What follows belongs to an exercise in optimizing a design on an open flow for small area, a short achievable clock period and few clock cycles; a production flow would make more cautious choices. The RTL was checked by simulation tests, not by an equivalence proof against the original design. Power is estimated from default activity; no workload was simulated.

==> design/flow/design.v <==
`default_nettype none
package sau_pkg;
    localparam int WORD_W   = 32;
    localparam int MODE_W   = 3;
    localparam int STATUS_W = 3;
    localparam int DEPTH_W  = 7;
    localparam logic [MODE_W-1:0] MODE_NOP  = 3'd0;
    localparam logic [MODE_W-1:0] MODE_PUSH = 3'd1;
    localparam logic [MODE_W-1:0] MODE_SWAP = 3'd2;
    localparam logic [MODE_W-1:0] MODE_ADD  = 3'd3;
    localparam logic [MODE_W-1:0] MODE_SUB  = 3'd4;
    localparam logic [MODE_W-1:0] MODE_DIV  = 3'd5;
    localparam logic [STATUS_W-1:0] STAT_OK      = 3'd0;
    localparam logic [STATUS_W-1:0] STAT_SHORT   = 3'd1;
    localparam logic [STATUS_W-1:0] STAT_DIVZERO = 3'd2;
    localparam logic [STATUS_W-1:0] STAT_FULL    = 3'd3;
    localparam logic [STATUS_W-1:0] STAT_HALTED  = 3'd4;
    typedef enum logic [2:0] {
        ST_IDLE,
        ST_EXEC,
        ST_SWAP2,
        ST_DIVW,
        ST_RESP
    } sau_state_t;
endpackage
`default_nettype wire
`default_nettype none
module sau_ram #(
    parameter int WIDTH = 32,
    parameter int DEPTH = 62
) (
    input  wire logic             clk,
    input  wire logic             we,
    input  wire logic [6:0]       cnt,
    input  wire logic [WIDTH-1:0] wdata,
    output logic      [WIDTH-1:0] rdata
);
    logic [DEPTH*WIDTH-1:0] mem_q;
    always_ff @(posedge clk)
    begin
        for (int j = 0; j < DEPTH; j++)
        begin
            if (we && (cnt == 7'(j + 2)))
            begin
                mem_q[j*WIDTH +: WIDTH] <= wdata;
            end
        end
    end
    always_comb
    begin
        rdata = '0;
        for (int j = 0; j < DEPTH; j++)
        begin
            rdata = rdata | ({WIDTH{cnt == 7'(j + 3)}} & mem_q[j*WIDTH +: WIDTH]);
        end
    end
endmodule
`default_nettype wire
`default_nettype none
import sau_pkg::*;
module sau_div (
    input  wire logic                       clk,
    input  wire logic                       rst_n,
    input  wire logic                       start,
    input  wire logic [sau_pkg::WORD_W-1:0] num,
    input  wire logic [sau_pkg::WORD_W-1:0] den,
    input  wire logic                       qbit1,
    input  wire logic                       qbit2,
    input  wire logic                       qany,
    output logic                            busy,
    output logic                            busy_next,
    output logic                            shift,
    output logic                            step,
    output logic                            step_next,
    output logic                            done,
    output logic      [4:0]                 shamt,
    output logic      [sau_pkg::WORD_W-1:0] quot,
    output logic      [sau_pkg::WORD_W-1:0] num_abs,
    output logic      [sau_pkg::WORD_W-1:0] den_abs
);
    function automatic logic [31:0] or_below(input logic [31:0] x);
        logic [31:0] t;
        t = x;
        for (int d = 1; d < 32; d = d * 2)
            t = t | (t << d);
        or_below = t << 1;
    endfunction
    function automatic logic [5:0] abs_msb(input logic [31:0] x);
        logic [31:0] y;
        logic [31:0] sm;
        logic [31:0] h;
        logic [4:0]  pos0, pos1;
        y  = x ^ {32{x[31]}};
        sm = y;
        for (int d = 1; d < 32; d = d * 2)
            sm = sm | (sm >> d);
        h = sm & ~(sm >> 1);
        pos0 = '0;
        pos1 = '0;
        for (int i = 0; i < 32; i++) if (h[i]) pos0 = pos0 | 5'(i);
        for (int i = 0; i < 31; i++) if (h[i]) pos1 = pos1 | 5'(i + 1);
        abs_msb = {~|x, (x[31] & sm[0] & (sm == y)) ? pos1 : pos0};
    endfunction
    function automatic logic [31:0] abs_val(input logic [31:0] x);
        abs_val = x ^ ({32{x[31]}} & or_below(x));
    endfunction
    logic        shift_reg, step_reg, busy_reg;
    logic        shift_nx;
    logic [4:0]  pn_reg, pd_reg;
    logic        nz_reg;
    logic        neg_reg;
    logic [3:0]  it_reg;
    logic [29:0] q_reg;
    logic [5:0]  sdiff;
    logic        qzero;
    logic [31:0] nzl;
    logic [5:0]  msb_n, msb_d;
    assign num_abs = abs_val(num);
    assign den_abs = abs_val(den);
    assign msb_n = abs_msb(num);
    assign msb_d = abs_msb(den);
    assign sdiff = {1'b0, pn_reg} - {1'b0, pd_reg};
    assign qzero = nz_reg | sdiff[5];
    assign shamt = {sdiff[4:1], 1'b0};
    assign shift = shift_reg;
    assign step  = step_reg;
    assign busy  = busy_reg;
    assign done  = (shift_reg & qzero) | (step_reg & (it_reg == 4'd0));
    assign shift_nx  = start;
    assign step_next = (shift_reg | step_reg) & !done;
    assign busy_next = shift_nx | step_next;
    always_ff @(posedge clk or negedge rst_n)
    begin
        if (!rst_n)
        begin
            shift_reg <= 1'b0;
            step_reg  <= 1'b0;
            busy_reg  <= 1'b0;
        end
        else
        begin
            shift_reg <= shift_nx;
            step_reg  <= step_next;
            busy_reg  <= busy_next;
        end
    end
    always_ff @(posedge clk)
    begin
        if (start)
        begin
            nz_reg  <= msb_n[5];
            pn_reg  <= msb_n[4:0];
            pd_reg  <= msb_d[4:0];
            neg_reg <= num[31] ^ den[31];
        end
        if (shift)
        begin
            it_reg <= sdiff[4:1];
            q_reg  <= '0;
        end
        else if (step)
        begin
            it_reg <= it_reg - 4'd1;
            q_reg  <= {q_reg[27:0], qbit1, qbit2};
        end
    end
    assign nzl = or_below({2'b0, q_reg});
    always_comb
    begin
        quot[0] = qbit2;
        quot[1] = qbit1 ^ (neg_reg & qbit2);
        for (int i = 2; i < 32; i++)
        begin
            quot[i] = qany ? (q_reg[i-2] ^ neg_reg) : (q_reg[i-2] ^ (neg_reg & nzl[i-2]));
        end
        if (shift)
            quot = '0;
    end
endmodule
`default_nettype wire
`default_nettype none
import sau_pkg::*;
module stack_arith_unit #(
    parameter int STACK_DEPTH = 64
) (
    input  wire logic        clk,
    input  wire logic        rst_n,
    input  wire logic        s_tvalid,
    output logic             s_tready,
    input  wire logic [31:0] s_tdata,    
    input  wire logic [2:0]  s_tuser,    
    output logic             m_tvalid,
    input  wire logic        m_tready,
    output logic      [47:0] m_tdata     
);
    localparam int RES_W = DEPTH_W + WORD_W + STATUS_W;
    logic                in_valid_reg, in_valid_next;
    logic [MODE_W-1:0]   in_op_reg, in_op_next;
    logic [WORD_W-1:0]   in_data_reg;
    logic                ready_reg, ready_next;
    logic [WORD_W-1:0]   top_reg, top_next, top_early;
    logic                top_take_res, top_take_quot;
    logic [WORD_W-1:0]   sec_reg, sec_next;
    logic                sec_hi_reg, sec_hi_next;
    logic [34:0]         tri_reg, tri_next;
    logic                tneg_reg;
    logic                sub1_reg, sub1_next;
    logic                sub3_reg, sub3_next;
    logic [DEPTH_W-1:0]  cnt_reg, cnt_next;
    logic                halted_reg;
    logic                sub_reg, sub_next;
    logic                out_valid_reg, out_valid_next;
    logic                skid_valid_reg, skid_valid_next;
    logic [1:0]          oq_cnt_reg, oq_cnt_next;
    logic                wp_reg, rp_reg;
    logic [RES_W-1:0]    slot0_reg, slot1_reg;
    logic                take;
    logic                op_push, op_swap, op_arith, op_div, op_bin;
    logic                full, short_stk, top_zero;
    logic                x_push, x_swap, x_arith, x_div;
    logic [STATUS_W-1:0] st_code;
    logic                adv, commit;
    logic [RES_W-1:0]    result;
    logic [WORD_W-1:0]   res_top;
    logic [DEPTH_W-1:0]  res_cnt;
    logic [33:0]         add_full;
    logic [32:0]         res;
    logic [WORD_W-1:0]   abs_top, abs_sec;
    logic [WORD_W-1:0]   mem_rdata;
    logic [34:0]         tri_top;
    logic [34:0]         step1, step3;
    logic                q1, q2, pick3, q2_if0, q2_if1;
    logic [32:0]         rem2;
    logic                div_busy, div_busy_next, div_shift, div_step;
    logic                div_step_next, div_done;
    logic [4:0]          div_shamt;
    logic [WORD_W-1:0]   div_quot;
    assign op_push   = (in_op_reg == MODE_PUSH);
    assign op_swap   = (in_op_reg == MODE_SWAP);
    assign op_arith  = (in_op_reg == MODE_ADD) || (in_op_reg == MODE_SUB);
    assign op_div    = (in_op_reg == MODE_DIV);
    assign op_bin    = op_swap || op_arith || op_div;
    assign full      = cnt_reg[6];
    assign short_stk = ~|cnt_reg[6:1];
    assign top_zero  = ~|top_reg;
    assign x_push    = !halted_reg && op_push && !full;
    assign x_swap    = !halted_reg && op_swap && !short_stk;
    assign x_arith   = !halted_reg && op_arith && !short_stk;
    assign x_div     = !halted_reg && op_div && !short_stk && !top_zero;
    always_comb
    begin
        if (halted_reg)
            st_code = STAT_HALTED;
        else if (op_push && full)
            st_code = STAT_FULL;
        else if (op_bin && short_stk)
            st_code = STAT_SHORT;
        else if (op_div && top_zero)
            st_code = STAT_DIVZERO;
        else
            st_code = STAT_OK;
    end
    assign adv      = in_valid_reg && !skid_valid_reg && !div_busy;
    assign commit   = (adv && !x_div) || div_done;
    assign take     = out_valid_reg && m_tready;
    assign s_tready = ready_reg;
    assign add_full = {sec_hi_reg, sec_reg, 1'b1} +
                      {sub_reg, top_reg ^ {WORD_W{sub_reg}}, sub_reg};
    assign res      = add_full[33:1];
    assign tri_top = {{3{top_reg[31]}}, top_reg} + {{2{top_reg[31]}}, top_reg, 1'b0};
    assign step1   = {{3{sec_hi_reg}}, sec_reg} +
                     ({2'b0, top_reg, 1'b0} ^ {35{sub1_reg}}) + 35'(sub1_reg);
    assign step3   = {{3{sec_hi_reg}}, sec_reg} +
                     (tri_reg ^ {35{sub3_reg}}) + 35'(sub3_reg);
    assign q1      = !step1[34];
    assign pick3   = q1 ^ sec_hi_reg;
    assign rem2    = pick3 ? step3[32:0] : res;
    assign q2_if0  = sec_hi_reg ? !step3[32] : !res[32];
    assign q2_if1  = sec_hi_reg ? !res[32] : !step3[32];
    assign q2      = q1 ? q2_if1 : q2_if0;
    sau_ram #(
        .WIDTH(WORD_W),
        .DEPTH(STACK_DEPTH - 2)
    ) u_stack_ram (
        .clk   (clk),
        .we    (op_push),
        .cnt   (cnt_reg),
        .wdata (sec_reg),
        .rdata (mem_rdata)
    );
    sau_div u_div (
        .clk       (clk),
        .rst_n     (rst_n),
        .start     (adv && x_div),
        .num       (sec_reg),
        .den       (top_reg),
        .qbit1     (q1),
        .qbit2     (q2),
        .qany      (q1 || q2_if0),
        .busy      (div_busy),
        .busy_next (div_busy_next),
        .shift     (div_shift),
        .step      (div_step),
        .step_next (div_step_next),
        .done      (div_done),
        .shamt     (div_shamt),
        .quot      (div_quot),
        .num_abs   (abs_sec),
        .den_abs   (abs_top)
    );
    always_comb
    begin
        top_early   = top_reg;
        sec_next    = sec_reg;
        sec_hi_next = sec_hi_reg;
        tri_next    = tri_reg;
        cnt_next    = cnt_reg;
        if (adv)
        begin
            if (x_push)
            begin
                top_early = in_data_reg;
                sec_next = top_reg;
                cnt_next = cnt_reg + 7'd1;
            end
            else if (x_swap)
            begin
                top_early = sec_reg;
                sec_next = top_reg;
            end
            else if (x_arith)
            begin
                sec_next = mem_rdata;
                cnt_next = cnt_reg - 7'd1;
            end
            else if (x_div)
            begin
                top_early    = abs_top;
                tri_next    = tri_top;
                sec_next    = abs_sec;
                sec_hi_next = 1'b0;
            end
        end
        else if (div_done)
        begin
            sec_next = mem_rdata;
            cnt_next = cnt_reg - 7'd1;
        end
        else if (div_shift)
        begin
            top_early = top_reg << div_shamt;
            tri_next = tri_reg << div_shamt;
        end
        else if (div_step)
        begin
            top_early    = top_reg >> 2;
            tri_next    = {{2{tri_reg[34]}}, tri_reg[34:2]};
            sec_next    = rem2[31:0];
            sec_hi_next = rem2[32];
        end
    end
    assign top_take_res  = adv && x_arith;
    assign top_take_quot = !adv && div_done;
    assign top_next = top_take_res ? res[31:0] :
                      top_take_quot ? div_quot : top_early;
    always_comb
    begin
        res_top = top_reg;
        res_cnt = cnt_reg;
        if (div_done)
        begin
            res_cnt = cnt_reg - 7'd1;
        end
        else if (x_push)
        begin
            res_top = in_data_reg;
            res_cnt = cnt_reg + 7'd1;
        end
        else if (x_swap)
        begin
            res_top = sec_reg;
        end
        else if (x_arith)
        begin
            res_cnt = cnt_reg - 7'd1;
        end
        if (div_done)
            res_top = div_quot;
        else if (x_arith)
            res_top = res[31:0];
    end
    assign result = {res_cnt, res_top, div_done ? STAT_OK : st_code};
    always_comb
    begin
        in_valid_next = ready_reg ? s_tvalid : in_valid_reg;
        in_op_next    = ready_reg ? s_tuser : in_op_reg;
        oq_cnt_next     = oq_cnt_reg + 2'(commit) - 2'(take);
        out_valid_next  = (oq_cnt_next != 2'd0);
        skid_valid_next = oq_cnt_next[1];
        ready_next = !in_valid_next || (!skid_valid_next && !div_busy_next);
        sub_next   = div_step_next ? !sec_hi_next : in_op_next[2];
        sub1_next  = !sec_hi_next;
        sub3_next  = !sec_hi_next ^ (adv && x_div ? top_reg[31] : tneg_reg);
    end
    always_ff @(posedge clk or negedge rst_n)
    begin
        if (!rst_n)
        begin
            in_valid_reg   <= 1'b0;
            ready_reg      <= 1'b1;
            top_reg        <= '0;
            cnt_reg        <= '0;
            halted_reg     <= 1'b0;
            out_valid_reg  <= 1'b0;
            skid_valid_reg <= 1'b0;
            oq_cnt_reg     <= '0;
            wp_reg         <= 1'b0;
            rp_reg         <= 1'b0;
        end
        else
        begin
            in_valid_reg   <= in_valid_next;
            ready_reg      <= ready_next;
            top_reg        <= top_next;
            cnt_reg        <= cnt_next;
            if (adv && (st_code != STAT_OK))
            begin
                halted_reg <= 1'b1;
            end
            out_valid_reg  <= out_valid_next;
            skid_valid_reg <= skid_valid_next;
            oq_cnt_reg     <= oq_cnt_next;
            wp_reg         <= wp_reg ^ commit;
            rp_reg         <= rp_reg ^ take;
        end
    end
    always_ff @(posedge clk)
    begin
        if (ready_reg)
        begin
            in_data_reg <= s_tdata;
        end
        in_op_reg  <= in_op_next;
        sub_reg    <= sub_next;
        sub1_reg   <= sub1_next;
        sub3_reg   <= sub3_next;
        if (adv && x_div)
        begin
            tneg_reg <= top_reg[31];
        end
        sec_reg    <= sec_next;
        sec_hi_reg <= sec_hi_next;
        tri_reg    <= tri_next;
        if (commit && !wp_reg)
        begin
            slot0_reg <= result;
        end
        if (commit && wp_reg)
        begin
            slot1_reg <= result;
        end
    end
    assign m_tvalid = out_valid_reg;
    assign m_tdata  = {6'b0, rp_reg ? slot1_reg : slot0_reg};
endmodule
`default_nettype wire
==> design/flow/run.sh <==
#!/bin/bash
# synth_recipe.tcl (not shown) runs the flow's synth.tcl, then flattens the netlist and writes it again
# the make line also repeats each setting of config.mk as NAME=value (left out here)
make -C /OpenROAD-flow-scripts/flow DESIGN_CONFIG=/design/flow/config.mk WORK_HOME=/design/flow/orfs CLKGATE_MAP_FILE= SYNTH_SCRIPT=/design/flow/synth_recipe.tcl finish
==> design/flow/config.mk <==
export PLATFORM = sky130hd
export DESIGN_NAME = stack_arith_unit
export DESIGN_NICKNAME = stack_arith_unit
export VERILOG_FILES = /design/flow/design.v
export SDC_FILE = /design/flow/constraint.sdc
export NUM_CORES = 4
export LEC_CHECK = 0
export CAP_MARGIN = 10
export CORE_MARGIN = 2
export CORE_UTILIZATION = 45
export CTS_CLUSTER_DIAMETER = 100
export CTS_CLUSTER_SIZE = 25
export PLACE_DENSITY = 0.5
export SETUP_SLACK_MARGIN = 4
export SLEW_MARGIN = 10
export TNS_END_PERCENT = 100
==> design/flow/constraint.sdc <==
create_clock -name core_clock -period 8.0 [get_ports {clk}]
set_input_delay 1.6000 -clock core_clock [delete_from_list [all_inputs] [get_ports {clk}]]
set_output_delay 1.6000 -clock core_clock [all_outputs]
set_load 0.01 [all_outputs]
==> implementation parameters <==
Parameter                              Value

Run status
  Run status ... timing/DRC/antenna clean

Detailed routing
  Overall routed net length ... 505000 um
  Number of iterations in the first detailed-routing pass ... 8
  Total number of vias ... 76800
  Final routed DRC violation total ... 0
  Antenna Nets Post-Route ... 0
  Routed length per placed instance ... 48.3 um
  Mean number of vias per cell ... 7.35
  Number of DRC markers in iteration 0 ... 13200

Timing
  Setup Viol. Count Final ... 0
  Max-Slew Margin vs Limit ... 14.4%
  Time the final worst path needs with I/O delays and setup ... 4.25 ns
  Skew final ... 0.0764 ns
  Worst Setup Slack, final ... 3.75 ns
  Highest Clock Rate ... 235 MHz
  Number of hold violations in the final report ... 0
  Share of the clock period used by the worst path ... 53.2%
  Pins over their slew limit ... 0
  RSZ-0062 raised after global routing ... yes
  Post-Route Hold Slack ... 0.499 ns
  Final TNS setup ... 0 ns
  Slew @ Worst Pin ... 1.27 ns

Die
  Starting utilization of the core area ... 45.2%
  Number of placement rows ... 172
  Die Y ... 474 um
  I/O Pins ... 89
  Core box area ... 220000 um2
  Full die area ... 224000 um2
  Width of the chip ... 474 um

Worst setup path
  Worst setup SP type ... flip-flop
  Crit Path Max Fanout ... 5
  Endpoint type of the worst setup path ... flip-flop
  Critical setup path kind ... flip-flop to flip-flop
  Data required, critical path ... 8.75 ns
  Arrival time worst endpoint ... 5.01 ns

Synthesis
  Largest cells by area after synthesis ... edfxtp_1 66%, a22oi_1 4.5%, ha_1 2.2%
  Netlist cell types ... 89
  Part of the Yosys area used for sequential elements ... 68.1%
  Cell count after synthesis ... 7100
  Share of async-settable or async-resettable flops after synthesis ... 2.20%
  Yosys warnings ... 3
  Number of synthesized register bits ... 2271
  Most common cell in the synthesized netlist ... edfxtp_1
  Leading register cell type out of synthesis ... edfxtp_1
  Mapped cell area ... 99300 um2
  Average size of a mapped cell ... 14.0 um2
  Cell type with the largest total area after synthesis ... edfxtp_1
  Top post-synthesis cells by count ... 2185 x edfxtp_1, 591 x a22oi_1, 391 x clkbuf_1
  Fraction of synthesized cell area taken by the top area cell type ... 66.1%
  Number of enable-type register cells in the synthesized netlist ... 2185

Layout
  Core utilization of the finished layout ... 53.0%
  Filler Cells Inserted ... 18300
  Fraction of layout instances using a drive strength above 1 ... 20.4%
  Post-layout nets ... 7754
  Number of flip-flops under the largest register name ... 1984
  Synthesis-to-finish area growth ... 17.2%
  Post-route insts no fill ... 10500

CTS
  Clock sink count ... 2271
  CTS tree ... built
  CTS clock-pin slew for the worst setup and hold paths ... 0.10 ns
  CTS Root Cell ... clkbuf_16
  Clock buffers created by TritonCTS ... 112
  H-tree levels ... 3
  Post-CTS Hold Fix Bufs ... 0
  Maximum count of clock buffers along a single path ... 3
  Clock Latency Late Sink ... 0.87 ns

Global routing
  Antenna violations before repair ... 32
  Global router's overall resource usage ... 43.8%
  Largest net degree at the start of global routing ... 80
  First-pass GRT wire length ... 655000 um
  Grt ovf ... 0
  Number of global-route vias before repair ... 69700

Placement
  Total instance count after detailed placement ... 9937
  PortBufs ... 82
  Post-place setup slack ... 1.90 ns
  DP Wirelength ... 296000 um
  Final RePlAce weighted congestion ... 1.02

Run
  # Max-Cap Violations ... 0

Power
  Internal Dissipation ... 27700 uW
  Switching power ... 24400 uW
  Worst IR Drop VDD ... 0.379 mV
  Portion of total power attributed to combinational logic ... 55.0%
  Pwr per Cell Area ... 447 nW/um2
  Sequential group share of total power ... 32.1%
  Sw Ratio ... 46.8%
  Leakage power figure ... 0.0384 uW
  Share of total power in the clock network ... 12.9%

Worst hold path
  Worst min-delay path category ... flip-flop to flip-flop
[power groups by stage]
| stage | sequential [uW] | combinational (uW) | clock (uW) |
|---|---|---|---|
| global route | 16800 | 29200 | 7070 |
| CTS | 16700 | 25900 | 6700 |
| floorplan | 17300 | 11800 | 0 |
| finish | 16700 | 28600 | 6720 |
| detailed placement | 17200 | 22700 | 0 |
| global placement | 17200 | 22700 | 0 |
[what timing repair did]
item / CTS / global route
endpoints found under the hold margin: 0 / 0
cloned: 11 / 6
setup endpoints to repair: 406 / 335
pin swaps: 91 / 117
setup buffers: 215 / 121
gates resized for setup: 453 / 384
[kinds of logic (layout without fill, tap and decap cells)]
kind of cell	after synthesis	in the layout	share of synthesized area [%]
simple gates	1403	1403	6.97
other cells	1	19	0.00378
xor+xnor	301	301	2.66
flops	2271	2271	68.1
buf+inv	603	1063	2.31
mux	189	189	2.07
fa+ha+maj	180	180	2.29
compound gates	2152	2153	15.6
[critical path: stages (launching register included)]
cell and delay, ns:
dfrtp_2 0.46, buf_4 0.17, xor2_1 0.16, ha_4 0.29, nand3_1 0.09, o211ai_1 0.20, buf_4 0.17, nand4_1 0.11
buf_6 0.16, a31oi_4 0.26, buf_6 0.15, a21oi_4 0.06, or3_4 0.36, a21oi_4 0.28, buf_6 0.18, buf_6 0.11
nor4_4 0.04, mux2i_2 0.20, o311ai_4 0.43, a22o_4 0.24
[through the flow]
stage	instance area, um2	power (uW)
finish	116000	52100
global route	116000	53000
CTS	113000	49300
detailed placement	106000	39900
global placement	106000	39800
floorplan	99800	29000
[metal layers]
layer | share of wire, % | vias to the layer above | global-route usage, %
li1 | - | 29300 | -
met1 | 34 | 39600 | 54.4
met2 | 45 | 6203 | 68.4
met3 | 12 | 1648 | 11.2
met4 | 8.4 | 14 | 27.7
met5 | 0.019 | - | 0
[final timing paths]
kind,startpoint,endpoint,cells past startpoint,slack [ns]
worst max-delay path,top_reg[2],top_reg[10],19,3.75
worst max register to register,top_reg[2],top_reg[10],19,3.75
min in group asynchronous,rst_n,top_reg[4],2,0.92
max in group asynchronous,rst_n,top_reg[16],2,6.23
worst min-delay path,tneg_reg,tneg_reg,1,0.50
worst min register to register,tneg_reg,tneg_reg,1,0.50
[cell usage in the layout (no fill, tap or decap), types with 22 or more instances in the layout]
cell type / netlist / layout
edfxtp_1: 2185 / 2185
a22oi_1: 591 / 570
buf_4: 6 / 518
a21oi_1: 330 / 300
nand2_1: 306 / 289
nor2_1: 350 / 283
a221oi_1: 246 / 228
a22o_1: 220 / 219
o21ai_0: 229 / 186
nand3_1: 175 / 175
ha_1: 177 / 152
nand4_1: 147 / 147
xor2_1: 175 / 146
mux2i_1: 131 / 126
clkbuf_16: 0 / 119
xnor2_1: 126 / 104
buf_6: 0 / 92
nor3_1: 160 / 89
inv_1: 96 / 86
buf_12: 0 / 76
o211ai_1: 60 / 60
nor2_4: 0 / 60
o22ai_1: 59 / 49
mux2_2: 50 / 48
a211oi_1: 60 / 48
nor3_2: 0 / 47
a21o_1: 41 / 41
clkdlybuf4s50_1: 0 / 39
a31oi_1: 43 / 37
o221ai_1: 44 / 31
dfrtp_1: 49 / 28
dfxtp_1: 36 / 27
xor2_2: 0 / 26
nor2b_1: 26 / 25
nand2b_1: 31 / 24
and3_1: 28 / 24
nor3_4: 0 / 24
a221o_1: 22 / 22
[layout make-up]
| type | count | area, um2 | share of cell area, % |
|---|---|---|---|
| antenna | 13 | 32.5 | 0.0280 |
| clock buffer | 116 | 2840 | 2.44 |
| sequential | 2271 | 67600 | 58.1 |
| inverter | 107 | 448 | 0.385 |
| timing repair buffer | 811 | 8100 | 6.96 |
| tap | 2871 | 3590 | 3.09 |
| clock inverter | 29 | 468 | 0.402 |
| multi-input combinational | 4232 | 33300 | 28.6 |
Testbench counts, summed over its fixed seeds: cycles 31,124.

-- what the ideal ports hide --
In the flow no input, the clock included, has a driving cell. The finished layout below was timed again as built, in two steps.
Step 1 (the two cells are an assumption about what drives the block):
set clk [get_ports {clk}]
set_driving_cell -lib_cell sky130_fd_sc_hd__clkbuf_16 $clk
set_driving_cell -lib_cell sky130_fd_sc_hd__buf_2 [delete_from_list [all_inputs] $clk]
Step 2 also shifts input and output timing later by t, the mid clock arrival at the registers, as if the neighbouring blocks saw the same clock.
Three values: ideal, step 1, step 2; two values: the first two.
t (ns): 0.933
slack for setup (ns): 3.746 / 3.746 / 3.746
latest minus earliest clock arrival (ns): 0.084 / 0.084
slew at the worst register clock pin (ns): 0.11 / 0.11
worst slew at a driven data input, ns: 0.12
After both steps this run still meets setup and hold. The setup slack of this run moves by 0.000 ns with the drivers and by 0.000 ns with both steps.
